Context: an optimization exercise on an open-source flow, tuned for small area and a short achievable clock period. The choices shown serve that exercise and are no tape-out recipe. RTL that was checked went through simulation tests only; none was proved equivalent to the original. Power is estimated from default activity; no workload was simulated.

old:
Design cluster_hwpe_tile, start of the top module:
module cluster_hwpe_tile #(
  parameter int unsigned OpndDepth = 4,
  parameter int unsigned ResDepth  = 4
) (
  input  logic                               clk_i,
  input  logic                               rst_n_i,
  input  logic                               wb_cyc_i,
  input  logic                               wb_stb_i,
  input  logic                               wb_we_i,
  input  logic [tile_cfg_pkg::WB_ADDR_W-1:0] wb_adr_i,
  input  logic [tile_cfg_pkg::WB_DATA_W-1:0] wb_dat_i,
  output logic [tile_cfg_pkg::WB_DATA_W-1:0] wb_dat_o,
  output logic                               wb_ack_o,
  output logic                               wb_err_o,
  output logic                               evt_o
);
  logic                                opnd_valid;
  logic                                opnd_ready;
  hwpe_pkg::operand_pair_t             opnd_data;
  logic                                eng_in_valid;
  logic                                eng_in_ready;
  hwpe_pkg::operand_pair_t             eng_in_data;
  hwpe_pkg::operand_pair_t             eng_in_next;
  logic                                eng_out_valid;
  logic                                eng_out_ready;
  hwpe_pkg::result_t                   eng_out_data;
  logic                                rf_valid;
  logic                                rf_ready;
  hwpe_pkg::result_t                   rf_data;
  logic                                head_valid;
  hwpe_pkg::result_t                   head_data;
  logic [tile_cfg_pkg::CTRL_LEN_W-1:0] consumed;
  logic [tile_cfg_pkg::CTRL_LEN_W-1:0] job_len;
  hwpe_pkg::opcode_e                   opcode;
  logic                                start;
  logic                                res_pop;
  logic                                res_read;
  hwpe_ctrl_decode i_decode (
    .clk_i        (clk_i),
    .rst_n_i      (rst_n_i),
    .wb_cyc_i     (wb_cyc_i),
    .wb_stb_i     (wb_stb_i),
    .wb_we_i      (wb_we_i),
    .wb_adr_i     (wb_adr_i),
    .wb_dat_i     (wb_dat_i),
    .wb_dat_o     (wb_dat_o),
    .wb_ack_o     (wb_ack_o),
  ...
clock: 10.0 ns
lec_check: 0
abc_clock_period_in_ps: 3500
cap_margin: 20
core_margin: 2
core_utilization: 40
cts_cluster_diameter: 140
cts_cluster_size: 22
slew_margin: 20
standard.sh (not shown) runs the stock make flow with config.mk's settings and CLKGATE_MAP_FILE= SYNTH_SCRIPT=/design/flow/synth_recipe.tcl, a recipe that flattens the netlist after the stock synthesis.
==> flow/flow/run.sh <==
#!/bin/bash
# Standard synthesis, then the standard layout with a tighter setup
# target for repair_timing and plain buffers on the ports; each step logs
# to its own file here (the ORFS logs are under orfs/logs).
# The clock and constraints are unchanged.
set -euo pipefail
MARGIN=${MARGIN:-6.6}
bash standard.sh synth > synth.log 2>&1
bash standard.sh SETUP_SLACK_MARGIN=$MARGIN "BUFFER_PORTS_ARGS=-buffer_cell sky130_fd_sc_hd__buf_2" finish > layout.log 2>&1
The inputs of new differ from those of old as listed below.
--- a/flow/design.v
+++ b/flow/design.v
@@ -149,16 +149,15 @@
   output logic                                      start_o,
   output hwpe_pkg::opcode_e                         opcode_o,
   output logic [tile_cfg_pkg::CTRL_LEN_W-1:0]       job_len_o,
   input  logic                                      res_valid_i,
   input  hwpe_pkg::result_t                         res_data_i,
   input  logic [tile_cfg_pkg::CTRL_LEN_W-1:0]       consumed_i,
   input  logic                                      evt_i,
-  output logic                                      res_pop_o,
-  output logic                                      res_read_o
+  output logic                                      res_pop_o
 );
   localparam logic [1:0] SEL_CTRL =
     2'(tile_cfg_pkg::REG_CTRL >> tile_cfg_pkg::REG_SEL_LSB);
   localparam logic [1:0] SEL_OPND =
     2'(tile_cfg_pkg::REG_OPND >> tile_cfg_pkg::REG_SEL_LSB);
   localparam logic [1:0] SEL_RESULT =
     2'(tile_cfg_pkg::REG_RESULT >> tile_cfg_pkg::REG_SEL_LSB);
@@ -172,16 +171,15 @@
   logic                               ack_d;
   logic                               err_d;
   assign req     = wb_cyc_i & wb_stb_i & ~wb_ack_o & ~wb_err_o;
   assign reg_sel = wb_adr_i[tile_cfg_pkg::REG_SEL_LSB +: tile_cfg_pkg::REG_SEL_W];
   assign opnd_valid_o = req & wb_we_i & (reg_sel == SEL_OPND);
   assign opnd_data_o  = hwpe_pkg::operand_pair_t'(wb_dat_i);
   assign ctrl_we = req & wb_we_i & (reg_sel == SEL_CTRL);
-  assign res_read_o = req & ~wb_we_i & (reg_sel == SEL_RESULT);
-  assign res_pop_o  = res_read_o & res_valid_i;
+  assign res_pop_o = req & ~wb_we_i & (reg_sel == SEL_RESULT) & res_valid_i;
   assign opcode_o  = hwpe_pkg::opcode_e'(
     ctrl_q[tile_cfg_pkg::CTRL_OP_LSB +: tile_cfg_pkg::CTRL_OP_W]);
   assign job_len_o = ctrl_q[tile_cfg_pkg::CTRL_LEN_LSB +: tile_cfg_pkg::CTRL_LEN_W]
                    & {tile_cfg_pkg::CTRL_LEN_W{ctrl_set_q}};
   always_comb begin
     status_word = '0;
     status_word[tile_cfg_pkg::STAT_EVT_BIT]    = evt_i;
@@ -1283,15 +1281,14 @@
   input  logic                                rst_n_i,
   input  logic                                start_i,
   input  logic [tile_cfg_pkg::CTRL_LEN_W-1:0] job_len_i,
   input  logic                                res_valid_i,
   output logic                                res_ready_o,
   input  hwpe_pkg::result_t                   res_data_i,
   input  logic                                pop_i,
-  input  logic                                read_i,    
   output logic                                head_valid_o,
   output hwpe_pkg::result_t                   head_data_o,
   output logic [tile_cfg_pkg::CTRL_LEN_W-1:0] consumed_o,
   output logic                                evt_o
 );
   logic [tile_cfg_pkg::CTRL_LEN_W-1:0] count_q;
   logic [tile_cfg_pkg::CTRL_LEN_W-1:0] count_inc;
@@ -1321,15 +1318,15 @@
         if ((count_inc == job_len_i) && (job_len_i != '0)) begin
           evt_q <= 1'b1;
         end
       end
     end
   end
   always_ff @(posedge clk_i) begin
-    if (!head_valid_q || read_i) begin
+    if (load) begin
       head_q <= res_data_i;
     end
   end
   assign head_valid_o = head_valid_q;
   assign head_data_o  = head_q;
   assign consumed_o   = count_q;
   assign evt_o        = evt_q;
@@ -1366,15 +1363,14 @@
   logic                                head_valid;
   hwpe_pkg::result_t                   head_data;
   logic [tile_cfg_pkg::CTRL_LEN_W-1:0] consumed;
   logic [tile_cfg_pkg::CTRL_LEN_W-1:0] job_len;
   hwpe_pkg::opcode_e                   opcode;
   logic                                start;
   logic                                res_pop;
-  logic                                res_read;
   hwpe_ctrl_decode i_decode (
     .clk_i        (clk_i),
     .rst_n_i      (rst_n_i),
     .wb_cyc_i     (wb_cyc_i),
     .wb_stb_i     (wb_stb_i),
     .wb_we_i      (wb_we_i),
     .wb_adr_i     (wb_adr_i),
@@ -1388,16 +1384,15 @@
     .start_o      (start),
     .opcode_o     (opcode),
     .job_len_o    (job_len),
     .res_valid_i  (head_valid),
     .res_data_i   (head_data),
     .consumed_i   (consumed),
     .evt_i        (evt_o),
-    .res_pop_o    (res_pop),
-    .res_read_o   (res_read)
+    .res_pop_o    (res_pop)
   );
   hwpe_shift_fifo #(
     .Depth    (OpndDepth),
     .Width    (2 * hwpe_pkg::OPERAND_W)
   ) i_opnd_fifo (
     .clk_i      (clk_i),
     .rst_n_i    (rst_n_i),
@@ -1440,14 +1435,13 @@
     .rst_n_i     (rst_n_i),
     .start_i     (start),
     .job_len_i   (job_len),
     .res_valid_i (rf_valid),
     .res_ready_o (rf_ready),
     .res_data_i  (rf_data),
     .pop_i       (res_pop),
-    .read_i      (res_read),
     .head_valid_o(head_valid),
     .head_data_o (head_data),
     .consumed_o  (consumed),
     .evt_o       (evt_o)
   );
 endmodule
Findings:
- For old and new, there was not a single run that failed to finish clean.
- Delta(maximum single-stage delay on the critical path, new - old) > 0
- new vs. old: total power went down about 2.7%, non-clock buffer count went down 10.
- Fraction of power consumed by combinational cells, old and new: lower on old
- Number of buffer cells added on primary ports across old and new: no real change.
- On filler-free cell count of the finished design, old tracks new almost exactly.
- The higher detailed-route wire length of old and new is in new.
- Taking old as the reference, in new register area neither gained nor lost much, setup slack picked up an extra 0.11 ns, global routing met2 resource utilization picked up an extra 1.4 points, area overhead of the layout relative to synthesis lost 0.81 points.
No functional check of the RTL was part of old.

---

## the reference run
RTL: one of the versions met above, not the one the previous note started from.
For scale: roughly 2100 cells after synthesis, roughly 470 flip-flops, ~100 I/O pins, about 26000 um2 of cells after synthesis.
// cluster_hwpe_tile
module cluster_hwpe_tile #(
  parameter int unsigned OpndDepth = 4,
  parameter int unsigned ResDepth  = 4
) (
  input  logic                               clk_i,
  input  logic                               rst_n_i,
  input  logic                               wb_cyc_i,
  input  logic                               wb_stb_i,
  input  logic                               wb_we_i,
  input  logic [tile_cfg_pkg::WB_ADDR_W-1:0] wb_adr_i,
  input  logic [tile_cfg_pkg::WB_DATA_W-1:0] wb_dat_i,
  output logic [tile_cfg_pkg::WB_DATA_W-1:0] wb_dat_o,
  output logic                               wb_ack_o,
  output logic                               wb_err_o,
  output logic                               evt_o
);
  logic                                opnd_valid;
  logic                                opnd_ready;
  hwpe_pkg::operand_pair_t             opnd_data;
  logic                                eng_in_valid;
  logic                                eng_in_ready;
  hwpe_pkg::operand_pair_t             eng_in_data;
  hwpe_pkg::operand_pair_t             eng_in_next;
  logic                                eng_out_valid;
  logic                                eng_out_ready;
  hwpe_pkg::result_t                   eng_out_data;
  logic                                rf_valid;
  ...
Settings: LEC_CHECK=0, ABC_CLOCK_PERIOD_IN_PS=3500, CAP_MARGIN=20, CORE_MARGIN=2, CORE_UTILIZATION=40, CTS_CLUSTER_DIAMETER=120, CTS_CLUSTER_SIZE=24, SLEW_MARGIN=20; clock period 10.0 ns.
Scripts as last shown in full above: flow/flow/run.sh
### the reference run -> the trial run
--- a/flow/design.v
+++ b/flow/design.v
@@ -506,23 +506,23 @@
   logic fs50, fc50;
   assign fs50 = 1'b1 ^ fc11 ^ hs7;
   assign fc50 = (1'b1 ^ fc11) ? hs7 : 1'b1;
   logic fs51, fc51;
   assign fs51 = ~neg_q[3] ^ bp4[15] ^ bp5[13];
   assign fc51 = (~neg_q[3] & bp4[15]) | (~neg_q[3] & bp5[13]) | (bp4[15] & bp5[13]);
   logic fs52, fc52;
   assign fs52 = bp6[11] ^ bp7[9] ^ bp8[7];
   assign fc52 = (bp6[11] & bp7[9]) | (bp6[11] & bp8[7]) | (bp7[9] & bp8[7]);
   logic fs53, fc53;
   assign fs53 = x1[23] ^ x2[23] ^ hc7;
-  assign fc53 = (x1[23] & x2[23]) | (x1[23] & hc7) | (x2[23] & hc7);
+  assign fc53 = (x1[23] ^ x2[23]) ? hc7 : x1[23];
   logic fs54, fc54;
   assign fs54 = bp4[16] ^ bp5[14] ^ bp6[12];
   assign fc54 = (bp4[16] & bp5[14]) | (bp4[16] & bp6[12]) | (bp5[14] & bp6[12]);
   logic fs55, fc55;
   assign fs55 = bp7[10] ^ bp8[8] ^ x1[24];
   assign fc55 = (bp7[10] & bp8[8]) | (bp7[10] & x1[24]) | (bp8[8] & x1[24]);
   logic hs14, hc14;
   assign hs14 = x2[24] ^ 1'b1;
   assign hc14 = x2[24] & 1'b1;
   logic fs56, fc56;
   assign fs56 = ~neg_q[4] ^ bp5[15] ^ bp6[13];
@@ -728,26 +728,26 @@
   logic fs114, fc114;
   assign fs114 = x2[4] ^ hc18 ^ fs60;
   assign fc114 = (x2[4] & hc18) | (x2[4] & fs60) | (hc18 & fs60);
   logic fs115, fc115;
   assign fs115 = fc60 ^ hc19 ^ fs61;
   assign fc115 = (fc60 & hc19) | (fc60 & fs61) | (hc19 & fs61);
   logic fs116, fc116;
   assign fs116 = fc61 ^ hc20 ^ fs62;
   assign fc116 = (fc61 & hc20) | (fc61 & fs62) | (hc20 & fs62);
   logic fs117, fc117;
   assign fs117 = fc62 ^ fc63 ^ fs64;
-  assign fc117 = (fc62 & fc63) | (fc62 & fs64) | (fc63 & fs64);
+  assign fc117 = (fc62 ^ fc63) ? fs64 : fc62;
   logic fs118, fc118;
   assign fs118 = fc64 ^ fc65 ^ fs66;
-  assign fc118 = (fc64 & fc65) | (fc64 & fs66) | (fc65 & fs66);
+  assign fc118 = (fc64 ^ fc65) ? fs66 : fc64;
   logic fs119, fc119;
   assign fs119 = fc66 ^ fc67 ^ fs68;
   assign fc119 = (fc66 ^ fc67) ? fs68 : fc66;
   logic fs120, fc120;
   assign fs120 = fc68 ^ fc69 ^ fs70;
   assign fc120 = (fc68 ^ fc69) ? fs70 : fc68;
   logic fs121, fc121;
   assign fs121 = fc70 ^ fc71 ^ fs72;
   assign fc121 = (fc70 ^ fc71) ? fs72 : fc70;
   logic fs122, fc122;
   assign fs122 = fc72 ^ fc73 ^ fs74;
@@ -794,23 +794,23 @@
   logic fs136, fc136;
   assign fs136 = fc100 ^ fc101 ^ fs102;
   assign fc136 = (fc100 ^ fc101) ? fs102 : fc100;
   logic fs137, fc137;
   assign fs137 = fc102 ^ fc103 ^ fs104;
   assign fc137 = (fc102 ^ fc103) ? fs104 : fc102;
   logic fs138, fc138;
   assign fs138 = fc104 ^ fc105 ^ fs106;
   assign fc138 = (fc104 ^ fc105) ? fs106 : fc104;
   logic fs139, fc139;
   assign fs139 = fc106 ^ fc107 ^ fs108;
-  assign fc139 = (fc106 & fc107) | (fc106 & fs108) | (fc107 & fs108);
+  assign fc139 = (fc106 ^ fc107) ? fs108 : fc106;
   logic fs140, fc140;
   assign fs140 = fc108 ^ fc109 ^ fs110;
   assign fc140 = (fc108 & fc109) | (fc108 & fs110) | (fc109 & fs110);
   logic fs141, fc141;
   assign fs141 = x2[31] ^ fc110 ^ hc21;
   assign fc141 = (x2[31] & fc110) | (x2[31] & hc21) | (fc110 & hc21);
   logic hs24, hc24;
   assign hs24 = x1[0] ^ x2[0];
   assign hc24 = x1[0] & x2[0];
   logic fs142, fc142;
   assign fs142 = x2[1] ^ hc22 ^ hs23;
@@ -887,23 +887,23 @@
   logic fs166, fc166;
   assign fs166 = fs101 ^ fc134 ^ fs135;
   assign fc166 = (fs101 ^ fc134) ? fs135 : fs101;
   logic fs167, fc167;
   assign fs167 = fs103 ^ fc135 ^ fs136;
   assign fc167 = (fs103 ^ fc135) ? fs136 : fs103;
   logic fs168, fc168;
   assign fs168 = fs105 ^ fc136 ^ fs137;
   assign fc168 = (fs105 ^ fc136) ? fs137 : fs105;
   logic fs169, fc169;
   assign fs169 = fs107 ^ fc137 ^ fs138;
-  assign fc169 = (fs107 & fc137) | (fs107 & fs138) | (fc137 & fs138);
+  assign fc169 = (fs107 ^ fc137) ? fs138 : fs107;
   logic fs170, fc170;
   assign fs170 = fs109 ^ fc138 ^ fs139;
   assign fc170 = (fs109 & fc138) | (fs109 & fs139) | (fc138 & fs139);
   logic fs171, fc171;
   assign fs171 = hs21 ^ fc139 ^ fs140;
   assign fc171 = (hs21 & fc139) | (hs21 & fs140) | (fc139 & fs140);
   logic fs172, fc172;
   assign fs172 = fs111 ^ fc140 ^ fs141;
   assign fc172 = (fs111 & fc140) | (fs111 & fs141) | (fc140 & fs141);
   assign tree_s[0] = hs22;
   assign tree_c[0] = hs24;
==> notes.md <==
- Between the reference run and the trial run, placed wire-length estimate decreased.
- Fraction of power spent switching nets came out lower on the trial run than on the reference run.
- The final non-filler cell area of the reference run and that of the trial run are within noise of each other.
- Going from the reference run to the trial run, weighted congestion at the end of routability-driven global placement shrank by a few percent.
- Of the trial run and the reference run, the reference run shows the lower time the worst path needs with I/O delays and setup, with the trial run above it.
- Any difference in hold slack between the trial run and the reference run is small enough to ignore.
- Total clock network power for the trial run is lower than for the reference run.
- [compare] base=the reference run new=the trial run: via count now larger; number of logic stages on the critical path including buffering +6.
No functional check of the RTL was part of the trial run.

## what the ideal ports hide
No port has a modelled driver above. Below, the same layouts with a new extraction and two added sets of constraints. Step 1, drivers: a clkbuf_16 drives clk_i and a buf_2 each remaining input, both assumed. Step 2 moves the port delays by t, midway between the first and last clock arrival at a register: inputs arrive t later, outputs are due t later. That takes back most of the time a late clock gives input paths. Three values: ideal, step 1, step 2; two values: the first two.
run	t (ns)	slack for setup (ns)	worst setup path after step 2
old	0.641	6.612 / 6.612 / 6.130	input to register
new	0.647	6.727 / 6.727 / 6.201	input to register
the reference run	0.653	6.693 / 6.693 / 6.204	input to register
the trial run	0.633	6.637 / 6.637 / 6.116	input to register
After both steps setup and hold are still met in every run listed. The setup slack of new, which loses most, moves by 0.000 ns with the drivers and by -0.526 ns with both steps.
